Source: an optimization exercise on an open RTL-to-GDS flow (aim: a short achievable clock period and few clock cycles). Production flows keep margins and buffers that such runs may drop. The RTL was checked by simulation tests, not by an equivalence proof against the original design. Power is estimated from default activity; no workload was simulated.

## flow/run.sh

```bash
#!/bin/bash
# synth_recipe.tcl (not shown) runs the flow's synth.tcl, then flattens the netlist and writes it again
# the make line also repeats each setting of config.mk as NAME=value (left out here)
make -C /OpenROAD-flow-scripts/flow DESIGN_CONFIG=/design/flow/config.mk WORK_HOME=/design/flow/orfs CLKGATE_MAP_FILE= SYNTH_SCRIPT=/design/flow/synth_recipe.tcl finish
```

## flow/config.mk

```make
export PLATFORM = sky130hd
export DESIGN_NAME = dcache_ctrl
export DESIGN_NICKNAME = dcache_ctrl
export VERILOG_FILES = /design/flow/design.v
export SDC_FILE = /design/flow/constraint.sdc
export NUM_CORES = 4
export LEC_CHECK = 0
export CAP_MARGIN = 20
export CORE_MARGIN = 2
export CORE_UTILIZATION = 40
export SLEW_MARGIN = 20
```

## flow/constraint.sdc

```tcl
create_clock -name core_clock -period 6.0 [get_ports {clock}]
set_input_delay 1.2000 -clock core_clock [delete_from_list [all_inputs] [get_ports {clock}]]
set_output_delay 1.2000 -clock core_clock [all_outputs]
set_load 0.01 [all_outputs]
```

## flow/design.v

```verilog
package dcache_pkg;
    localparam int LINES_DEF = 16;
    localparam int WORDS_DEF = 4;
    localparam int OFFSET_W = $clog2(WORDS_DEF);
    localparam int INDEX_W = $clog2(LINES_DEF);
    localparam int TAG_W = 30 - OFFSET_W - INDEX_W;
endpackage
module dcache_data_array
#(
    parameter int LINES = dcache_pkg::LINES_DEF,
    parameter int WORDS = dcache_pkg::WORDS_DEF,
    localparam int AW = $clog2(LINES * WORDS)
) (
    input  logic          clock,
    input  logic          we,
    input  logic [AW-1:0] waddr,
    input  logic [31:0]   wdata,
    input  logic [AW-1:0] raddr,
    output logic [31:0]   rdata
);
    logic [31:0] mem [LINES*WORDS];
    always_ff @(posedge clock) begin
        if (we) mem[waddr] <= wdata;
    end
    assign rdata = mem[raddr];
endmodule
module dcache_ctrl
#(
    parameter int LINES = dcache_pkg::LINES_DEF,
    parameter int WORDS = dcache_pkg::WORDS_DEF
) (
    input  logic        clock,
    input  logic        reset,
    input  logic        cpu_req,
    input  logic        cpu_we,
    input  logic [31:0] cpu_addr,
    input  logic [31:0] cpu_wdata,
    output logic [31:0] cpu_rdata,
    output logic        cpu_ready,
    output logic        cpu_busy,
    input  logic        flush,
    output logic        mem_req,
    output logic        mem_we,
    output logic [31:0] mem_addr,
    output logic [31:0] mem_wdata,
    input  logic [31:0] mem_rdata,
    input  logic        mem_ack,
    output logic [15:0] hit_count,
    output logic [15:0] miss_count
);
    localparam int OW = $clog2(WORDS);
    localparam int IW = $clog2(LINES);
    localparam int TW = 30 - OW - IW;
    logic idle_q;                  
    logic store_q, refill_q;       
    logic shit_q;                  
    logic [OW-1:0] off_q;          
    logic [TW-1:0] tags [LINES];
    logic [LINES-1:0] valid;
    logic wr_q;                    
    logic [IW+OW-1:0] waddr_q;
    logic [31:0] wdata_q;
    logic [31:0] arr_rdata;
    logic [LINES-1:0] match;
    logic hit, accept, ack, last;
    logic [TW-1:0] rtag;
    logic [IW-1:0] ridx;
    logic [OW-1:0] rcnt;
    logic unused_addr_bits;
    assign unused_addr_bits = ^cpu_addr[1:0];
    always_comb begin
        for (int i = 0; i < LINES; i++) match[i] = valid[i] && tags[i] == cpu_addr[31 -: TW];
    end
    assign hit = match[cpu_addr[2+OW +: IW]];
    assign accept = idle_q && cpu_req && !flush;
    assign rtag = mem_addr[31 -: TW];
    assign ridx = mem_addr[2+OW +: IW];
    assign rcnt = mem_addr[2 +: OW];
    assign ack = mem_req && mem_ack;
    assign last = rcnt == OW'(WORDS - 1);
    dcache_data_array #(.LINES(LINES), .WORDS(WORDS)) u_data (
        .clock(clock),
        .we(wr_q),
        .waddr(waddr_q),
        .wdata(wdata_q),
        .raddr(cpu_addr[2 +: IW+OW]),
        .rdata(arr_rdata)
    );
    always_ff @(posedge clock) begin
        if (idle_q) begin
            mem_addr <= {cpu_addr[31:2+OW], cpu_we ? cpu_addr[2 +: OW] : OW'(0), 2'b00};
            mem_we <= cpu_we;
            mem_wdata <= cpu_wdata;
            off_q <= cpu_addr[2 +: OW];
            cpu_rdata <= arr_rdata;
        end
        if (accept) shit_q <= hit;
        if (ack) begin
            waddr_q <= {ridx, store_q ? mem_addr[2 +: OW] : rcnt};
            wdata_q <= store_q ? mem_wdata : mem_rdata;
            if (refill_q) begin
                if (rcnt == off_q) cpu_rdata <= mem_rdata;
                mem_addr[2 +: OW] <= rcnt + 1'b1;
                if (last) tags[ridx] <= rtag;
            end
        end
    end
    always_ff @(posedge clock) begin
        if (reset) begin
            idle_q <= 1'b1;
            cpu_ready <= 1'b0;
            cpu_busy <= 1'b0;
            mem_req <= 1'b0;
            store_q <= 1'b0;
            refill_q <= 1'b0;
            wr_q <= 1'b0;
            valid <= '0;
            hit_count <= '0;
            miss_count <= '0;
        end else begin
            wr_q <= ack && (refill_q || shit_q);
            if (idle_q && flush) valid <= '0;
            if (accept) begin
                idle_q <= 1'b0;
                cpu_busy <= 1'b1;
                if (cpu_we) begin
                    mem_req <= 1'b1;
                    store_q <= 1'b1;
                end else if (hit) begin
                    cpu_ready <= 1'b1;
                    hit_count <= hit_count + 16'(hit_count != 16'hFFFF);
                end else begin
                    mem_req <= 1'b1;
                    refill_q <= 1'b1;
                    miss_count <= miss_count + 16'(miss_count != 16'hFFFF);
                end
            end
            if (cpu_ready) begin
                cpu_ready <= 1'b0;
                cpu_busy <= 1'b0;
                idle_q <= 1'b1;
            end
            if (ack && (store_q || last)) begin
                mem_req <= 1'b0;
                store_q <= 1'b0;
                refill_q <= 1'b0;
                cpu_ready <= 1'b1;
                if (refill_q) valid[ridx] <= 1'b1;
            end
        end
    end
endmodule
```

==> run summary, run 1 <==
* Status: timing/DRC/antenna clean
* Initial antenna violation count at 13
* Post-Syn Area per Cell at 21.9 um^2
* Grt ovf at 0
* Port Buffers at 229
* FP Rows at 185
* Residual DRC at 0
* Max Root-Sink Buffers at 4
* Static Leakage at 36.8 nW
* Critical Path AT at 5.03 ns
* WS Path Type: in2reg
* CTS resizes at 0
* Largest net degree at the start of global routing at 70
* Period utilization at 71.3%
* Placed Area at 110000 um^2
* Launching element type of the critical path: primary input
* CTS tree: yes
* Setup-failing EPs final at 0
* Die Ht at 509 um
* Total die area at 259000 um^2
* CP max stage delay at 1.02 ns
* Most common flop cell mapped by yosys: edfxtp_1
* Number of max-cap violations at 0
* Min Tclk post-route at 4.28 ns
* Final GP Congestion at 0.813
* First-pass GRT wire length at 379 mm
* Setup TNS at 0 ns
* Post-CTS Setup Inserts at 0
* Area Growth Syn to Fin at 16.1%
* Nets at 5269
* Pwr Density at 327 nW/um^2
* Initial Util at 40.2%
* Post-CTS Hold Buffers at 0
* Fmax at 234 MHz
* Crit path top cell by count: buf_4
* 1st-iter DRT viols at 6171
* Register Area at 77900 um^2
* Clock transition at the registers of the reported paths at 0.06 ns
* CTS sink count at 2623
* Unrepaired setup endpoints after global routing: no
* Setup Skew at 0.0739 ns
* Worst vdd ir at 340 uV
* Routed via count at 49600
* Vias in the first global route at 50200
* Post-synthesis sequential area ratio at 76.4%
* Seq cells post-synth at 2623
* Critical path required time at 6.75 ns
* WL final at 271 mm
* Clock Tree Root: clkbuf_16
* Fillcell total at 20900
* Fraction of layout cells with a size suffix above 1 at 26.1%
* Top Ports at 234
* Final Max Slew Viols at 0
* Total CTS buffers at 286
* Ys Warns at 2
* Vias per cell at 5.70
* Core ar. at 254000 um^2
* Mapped Area at 102000 um^2
* Area of the multi-input gates at 23200 um^2
* Endpoints failing hold at 0
* CP max-delay cell: clkdlybuf4s50_1
* Detailed Place HPWL at 152 mm
* Worst Hold Class: reg2reg
* Tightest Pin Transition at 1.15 ns
* CTS H-Tree Depth at 5
* Cells along the critical path: clkdlybuf4s50_1 -> buf_4 -> xor2_1 -> nor4_1 -> nand4_1 -> o21ai_0 -> o32ai_2 -> a22o_4 -> inv_4 -> buf_4 -> or3_1 -> a21oi_1
* Routed length per placed instance at 31.1 um
* Largest fanout on the critical path at 32
* Ys async rst share at 0%
* Final Instance Area at 118000 um^2
* Mapped Cells at 4647
* DIE WIDTH at 509 um
* DRT Pass-1 Iters at 10
* Final antenna-violating net count at 0
* Total GRT Usage at 20.7%
* Worst setup EP type: flip-flop
* Clk latency of the worst-skew pair at 0.94 ns
* EDFF count, synth at 2534
* Netlist cell types at 58
* Slew headroom at 23.3%
==> sequential cells by signal, indices dropped and copies added, names as in the netlist, 30 cells and up <==
name        cells
u_data.mem   2048
mem_addr       30
cpu_rdata      32
wdata_q        32
mem_wdata      32
tags          384
==> path summary, 6_finish.rpt <==
kind         cells past startpoint                     endpoint             startpoint  slack, ns
max                             12   miss_count[4]$_SDFFE_PP0P_           cpu_addr[10]       1.72
min                              1        cpu_busy$_SDFFE_PP0P_  cpu_busy$_SDFFE_PP0P_       0.46
max reg2reg                      3  u_data.mem[29][8]$_DFFE_PP_   waddr_q[5]$_DFFE_PP_       2.45
min reg2reg                      1        cpu_busy$_SDFFE_PP0P_  cpu_busy$_SDFFE_PP0P_       0.46
==> cell usage after synthesis (10+ instances only) <==
master    count  area [um^2]
ha_1         11          138
o211ai_1     16          120
xnor2_1     153         1340
nor4_1       54          338
a21oi_1      47          235
mux4_2      656        14800
buf_6        26          293
nand2b_1     22          138
xor2_1      236         2070
inv_1        21         78.8
clkbuf_1     93          349
dfxtp_1      89         1780
or4_1        13         97.6
edfxtp_1   2534        76100
buf_4        43          323
buf_2        64          320
nand2_1      50          188
mux2_2       48          541
mux2i_1      32          320
a32oi_1      12          105
buf_1        22         82.6
nand3_1      40          200
nor3_1       28          140
nor2b_1      10         62.6
o31ai_1      11         82.6
nor2_1      155          582
a31oi_1      17          106
nand4_1      55          344
==> logic make-up after synthesis <==
family	share of synthesized area, %
and+or+nand+nor	2.32
xor gates and xnor gates	3.34
adders and majority gates	0.135
DFF	76.4
muxes	15.4
buffers and inverters	1.43
other	0.00368
AOI/OAI and AO/OA	1.01
==> report_power, final <==
| part | switching [mW] | leakage [nW] | internal (mW) | total (mW) |
|---|---|---|---|---|
| logic | 1.12 | 9.07 | 0.875 | 1.99 |
| clock network | 6.90 | 4.18 | 9.65 | 16.5 |
| registers | 0.111 | 23.6 | 20.1 | 20.2 |
| total | 8.13 | 36.8 | 30.6 | 38.7 |
==> critical path, delay by kind of cell <==
family | cells | cell delay, ns
compound gates | 4 | 1.14
buf+inv | 4 | 1.91
xor+xnor | 1 | 0.10
simple gates | 3 | 0.65
==> per-stage QoR <==
| step | hold WS [ns] | std cells | utilization (%) | power (mW) | setup slack, ns |
|---|---|---|---|---|---|
| global route | 0.474 | 8712 | 46.7 | 39.8 | 1.69 |
| finish | 0.463 | 8713 | 46.7 | 38.7 | 1.72 |
| CTS | 0.467 | 8711 | 46.6 | 39.0 | 1.78 |
| global placement | 0.453 | 8228 | 43.2 | 22.6 | 0.832 |
| detailed placement | 0.453 | 8233 | 43.3 | 22.6 | 0.819 |
| floorplan | 0.446 | 4648 | - | 21.7 | 2.08 |
==> cells in the final DEF (no fill, tap or decap), drive strengths merged, types with 12 or more instances in the layout <==
master / netlist / layout
nor4: 55 / 55
mux2i: 32 / 32
bufinv: 0 / 17
nor3: 28 / 28
inv: 22 / 32
a32oi: 12 / 12
or4: 13 / 13
clkdlybuf4s50: 0 / 221
o211ai: 16 / 16
a21oi: 47 / 47
edfxtp: 2534 / 2534
xnor2: 153 / 153
nand2: 50 / 50
buf: 155 / 247
xor2: 236 / 236
nand3: 40 / 40
a31oi: 17 / 17
mux2: 51 / 51
mux4: 656 / 656
clkbuf: 93 / 369
clkinv: 0 / 80
dfxtp: 89 / 89
nand2b: 22 / 22
nor2: 155 / 155
nand4: 55 / 55
==> layer usage <==
metal / global-route usage (%) / part of all wire [%] / vias up
met1: 27.9 / 40 / 27000
met2: 34.5 / 50 / 1989
li1: - / - / 20300
met5: 0 / 0 / -
met4: 6.21 / 3.1 / 0
met3: 3.68 / 7.2 / 411
==> final cells by class <==
class / count / share of cell area (%)
Sequential cell: 2623 / 65.8
Multi-Input combinational cell: 1755 / 19.6
Clock buffer: 369 / 6.44
Timing Repair Buffer: 468 / 3.74
Tap cell: 3366 / 3.56
Clock inverter: 109 / 0.802
Inverter: 22 / 0.0719
Antenna cell: 1 / 0.00211
Testbench counts, summed over its fixed seeds: cycles 101,378.
==> run 2, diff against run 1 <==
--- a/flow/config.mk
+++ b/flow/config.mk
@@ -5,7 +5,9 @@
 export SDC_FILE = /design/flow/constraint.sdc
 export NUM_CORES = 4
 export LEC_CHECK = 0
+export ABC_CLOCK_PERIOD_IN_PS = 2500
 export CAP_MARGIN = 20
 export CORE_MARGIN = 2
 export CORE_UTILIZATION = 40
+export SETUP_SLACK_MARGIN = 3.5
 export SLEW_MARGIN = 20
==> run summary, run 2 <==
* Status: timing/DRC/antenna clean
* Post-CTS Hold Buffers at 0 (unchanged)
* Worst vdd ir at 340 uV (about the same)
* Tightest Pin Transition at 1.16 ns (+0.0105 ns)
* Initial antenna violation count at 8 (-5)
* Die Ht at 509 um (unchanged)
* Number of cells on the worst hold path at 1 (unchanged)
* Critical path required time at 6.76 ns (about the same)
* Commonest cells in the netlist: edfxtp_1, mux4_2, xor2_1, nor2_1, xnor2_1
* Commonest non-fill, non-tap cells in the layout: edfxtp_1, mux4_2, buf_4
* Share of the synthesized area in the top cell type at 74.6% (unchanged)
* Setup Skew at 0.0587 ns (-0.0152 ns)
* Static Leakage at 40.4 nW (+9.7%)
* WL final at 299 mm (+10%)
* Nets at 5680 (+7.8%)
* Critical Path AT at 3.80 ns (-1.23 ns)
* Unrepaired setup endpoints after global routing: yes
* Ys Warns at 2 (unchanged)
* Largest net degree at the start of global routing at 65 (-7.1%)
* Vias per cell at 5.81 (+2.0%)
* Pwr Density at 312 nW/um^2 (-4.7%)
* Final Max Slew Viols at 0 (unchanged)
* Worst hold endpoint: cpu_busy$_SDFFE_PP0P_
* DRT Pass-1 Iters at 5 (-5)
* CTS sink count at 2623 (unchanged)
* Residual DRC at 0 (unchanged)
* Largest Register: u_data.mem
* Setup-failing EPs final at 0 (unchanged)
* RR Endpoint: hit_count[1]$_SDFFE_PP0P_
* Worst Hold Class: reg2reg
* Post-synthesis sequential area ratio at 76.4% (unchanged)
* R2r startpoint: tags[0][19]$_DFFE_PP_
* Clock transition at the registers of the reported paths at 0.06 ns (about the same)
* DIE WIDTH at 509 um (unchanged)
* Initial Util at 40.2% (unchanged)
* CTS H-Tree Depth at 5 (unchanged)
* Cell Int Power at 30.8 mW (+0.64%)
* Synth top area cells: edfxtp_1, mux4_2, xor2_1
* Detailed Place HPWL at 151 mm (-0.73%)
* Number of max-cap violations at 0 (unchanged)
* Routed via count at 53000 (+6.8%)
* Setup TNS at 0 ns (unchanged)
* Seq cells post-synth at 2623 (unchanged)
* R2R depth at 10 (+7)
* Min Tclk post-route at 3.05 ns (-1.23 ns)
* Endpoints failing hold at 0 (unchanged)
* Fraction of layout cells with a size suffix above 1 at 38.0% (+12 points)
* Clk latency of the worst-skew pair at 0.93 ns (about the same)
* Fillcell total at 20200 (-3.2%)
* Setup slack, reg-to-reg at 3.15 ns (+0.70 ns)
* Netlist cell types at 58 (unchanged)
* Util after Layout at 49.5% (+2.8 points)
* Largest register FFs at 2048 (unchanged)
* CTS tree: yes
* FP Rows at 185 (unchanged)
* EDFF count, synth at 2534 (unchanged)
* Launching element type of the critical path: primary input
* Clock Power Share at 42.0% (-0.7 points)
* Slew headroom at 22.8% (-0.52 points)
* Post-Syn Area per Cell at 21.9 um^2 (unchanged)
* WS Path Type: in2reg
* Ys async rst share at 0% (unchanged)
* Seq pwr share at 51.5% (-0.6 points)
* Count leader, synth: edfxtp_1
* Worst slack, placed at 0.793 ns (-0.0263 ns)
* Max Root-Sink Buffers at 4 (unchanged)
* Hold_ws at 0.468 ns (+0.00503 ns)
* Switching pwr at 8.37 mW (+3.0%)
* Mapped Area at 102000 um^2 (unchanged)
* Final worst slack at 2.95 ns (+1.23 ns)
* Period utilization at 50.8% (-21 points)
* Core ar. at 254000 um^2 (unchanged)
* 1st-iter DRT viols at 6653 (+7.8%)
* Total GRT Usage at 22.8% (+2.1 points)
* Routed length per placed instance at 32.8 um (+5.5%)
* First-pass GRT wire length at 412 mm (+8.7%)
* Net Sw Frac at 21.4% (+0.38 points)
* Worst hold start: cpu_busy$_SDFFE_PP0P_
* Worst setup EP type: flip-flop
* Fmax at 328 MHz (+40%)
* Area Growth Syn to Fin at 23.2%
* Commonest non-fill, non-tap cell in the layout: edfxtp_1
* Total die area at 259000 um^2 (unchanged)
* Top Registers: u_data.mem: 2048 flops, tags: 384 flops
* Vias in the first global route at 52900 (+5.4%)
* Most common flop cell mapped by yosys: edfxtp_1
* Combinational share of power at 6.6% (+1.4 points)
* Post-synth top area cell: edfxtp_1
* Total CTS buffers at 282 (-1.4%)
* Largest fanout on the critical path at 6 (-81%)
* Final antenna-violating net count at 0 (unchanged)
* Clock Tree Root: clkbuf_16
* Final GP Congestion at 0.817 (+0.52%)
* Grt ovf at 0 (unchanged)
* Top Ports at 234 (unchanged)
* Port Buffers at 229 (unchanged)
* Mapped Cells at 4647 (unchanged)
## run 2: cell count changes in the layout (fill, tap and decap cells not counted), moves of 18 or more
cell / previous run / this run
dfxtp_4: 1 / 21
buf_8: 3 / 34
dfxtp_1: 87 / 18
buf_6: 2 / 158
nor4_1: 54 / 31
buf_12: 24 / 87
buf_16: 2 / 71
buf_4: 214 / 385
nor4_2: 1 / 21
dfxtp_2: 1 / 50
clkdlybuf4s50_1: 221 / 68
nand2_1: 50 / 32
buf_2: 2 / 42
nor2_4: 68 / 99
## run 2: final cells by class
type | count | area (um^2) | area share (%)
antenna | 3 | 7.51 | 0.00598
clock buffer | 349 | 7460 | 5.94
clock inverter | 125 | 1020 | 0.816
inverter | 22 | 95.1 | 0.0757
multi-input combinational | 1775 | 24500 | 19.5
sequential | 2623 | 78000 | 62.1
tap | 3366 | 4210 | 3.35
timing repair buffer | 860 | 10200 | 8.11
timing repair inverter | 3 | 43.8 | 0.0349
## run 2: per-layer routing
layer | global-route usage (%) | vias to the layer above | share of wire (%)
met1 | 29.9 | 28700 | 38
met5 | 0 | - | 0.0090
li1 | - | 21200 | -
met4 | 8.06 | 4 | 3.9
met3 | 3.96 | 530 | 7.9
met2 | 38.3 | 2589 | 50
## run 2: worst max-delay path, stage by stage
cell      delay [ns]
buf_16          0.14
buf_12          0.12
buf_12          0.11
mux4_2          0.51
mux4_2          0.48
mux2_4          0.34
o211ai_1        0.70
a31oi_1         0.17
## run 2: what timing repair did
action,CTS,global route
cloned,78,4
endpoints found under the setup margin,2353,1259
pin swaps,174,75
gates resized for setup,1299,119
setup buffers,300,56
## run 2: worst max path at each step
| stage | slack [ns] | end | start |
|---|---|---|---|
| 2_1_floorplan | 2.67 | cpu_rdata[11]$_DFF_P_ | cpu_addr[2] |
| 6_report | 2.95 | cpu_rdata[16]$_DFF_P_ | cpu_addr[2] |
| 5_1_grt | 3.00 | cpu_rdata[24]$_DFF_P_ | cpu_addr[2] |
| 3_5_place_dp | 0.79 | hit_count[13]$_SDFFE_PP0P_ | cpu_addr[22] |
| 4_1_cts | 2.93 | mem_we | mem_we$_DFFE_PP_ |
| 3_3_place_gp | 0.90 | miss_count[12]$_SDFFE_PP0P_ | cpu_addr[22] |
## run 2: cells by family after synthesis
family	after synthesis	share of synthesized area, %
compound gates	149	1.01
buf+inv	270	1.43
mux	739	15.4
flops	2623	76.4
fa+ha+maj	11	0.135
simple gates	465	2.32
other cells	1	0.00368
xor+xnor	389	3.34
## run 2: metrics by stage
| step | cell area [um^2] | cells | total power [mW] |
|---|---|---|---|
| 2_1_floorplan | 103000 | 4648 | 21.7 |
| 3_3_place_gp | 110000 | 8205 | 22.6 |
| 3_5_place_dp | 110000 | 8211 | 22.6 |
| 4_1_cts | 124000 | 9063 | 39.3 |
| 5_1_grt | 126000 | 9123 | 40.2 |
| 6_report | 126000 | 9126 | 39.2 |
## run 2: power by group through the flow
stage	registers [mW]	logic [mW]	clock network, mW
CTS	20.2	2.51	16.6
global placement	20.6	1.98	0
global route	20.2	2.66	17.3
finish	20.2	2.57	16.4
floorplan	20.6	1.09	0
detailed placement	20.6	2.01	0

## what the ideal ports hide
Ports are ideal in the flow. The routed layouts listed here were re-timed in OpenROAD.
Step 1 assumes that a clkbuf_16 drives the clock port and a buf_2 every other input.
Step 2, shift: input delay + t, output delay - t, t = (earliest + latest rising clock arrival at the registers) / 2. This alone moves slack from input paths to output paths.
Slacks: ideal ports / drivers / drivers and shift; pairs: ideal ports / drivers.
run | shift t [ns] | setup slack, ns | hold WS [ns] | slew at the worst register clock pin (ns) | cell pins on the clock port's net
run 1 | 1.008 | 1.722 / 1.754 / 0.745 | 0.463 / 0.463 / 0.463 | 0.07 / 0.07 | 1
run 2 | 1.012 | 2.953 / 2.642 / 1.630 | 0.468 / 0.468 / 0.468 | 0.07 / 0.07 | 1
After both steps every run listed still meets setup and hold. The setup slack of run 2, which loses most, moves by -0.311 ns with the drivers and by -1.323 ns with both steps.
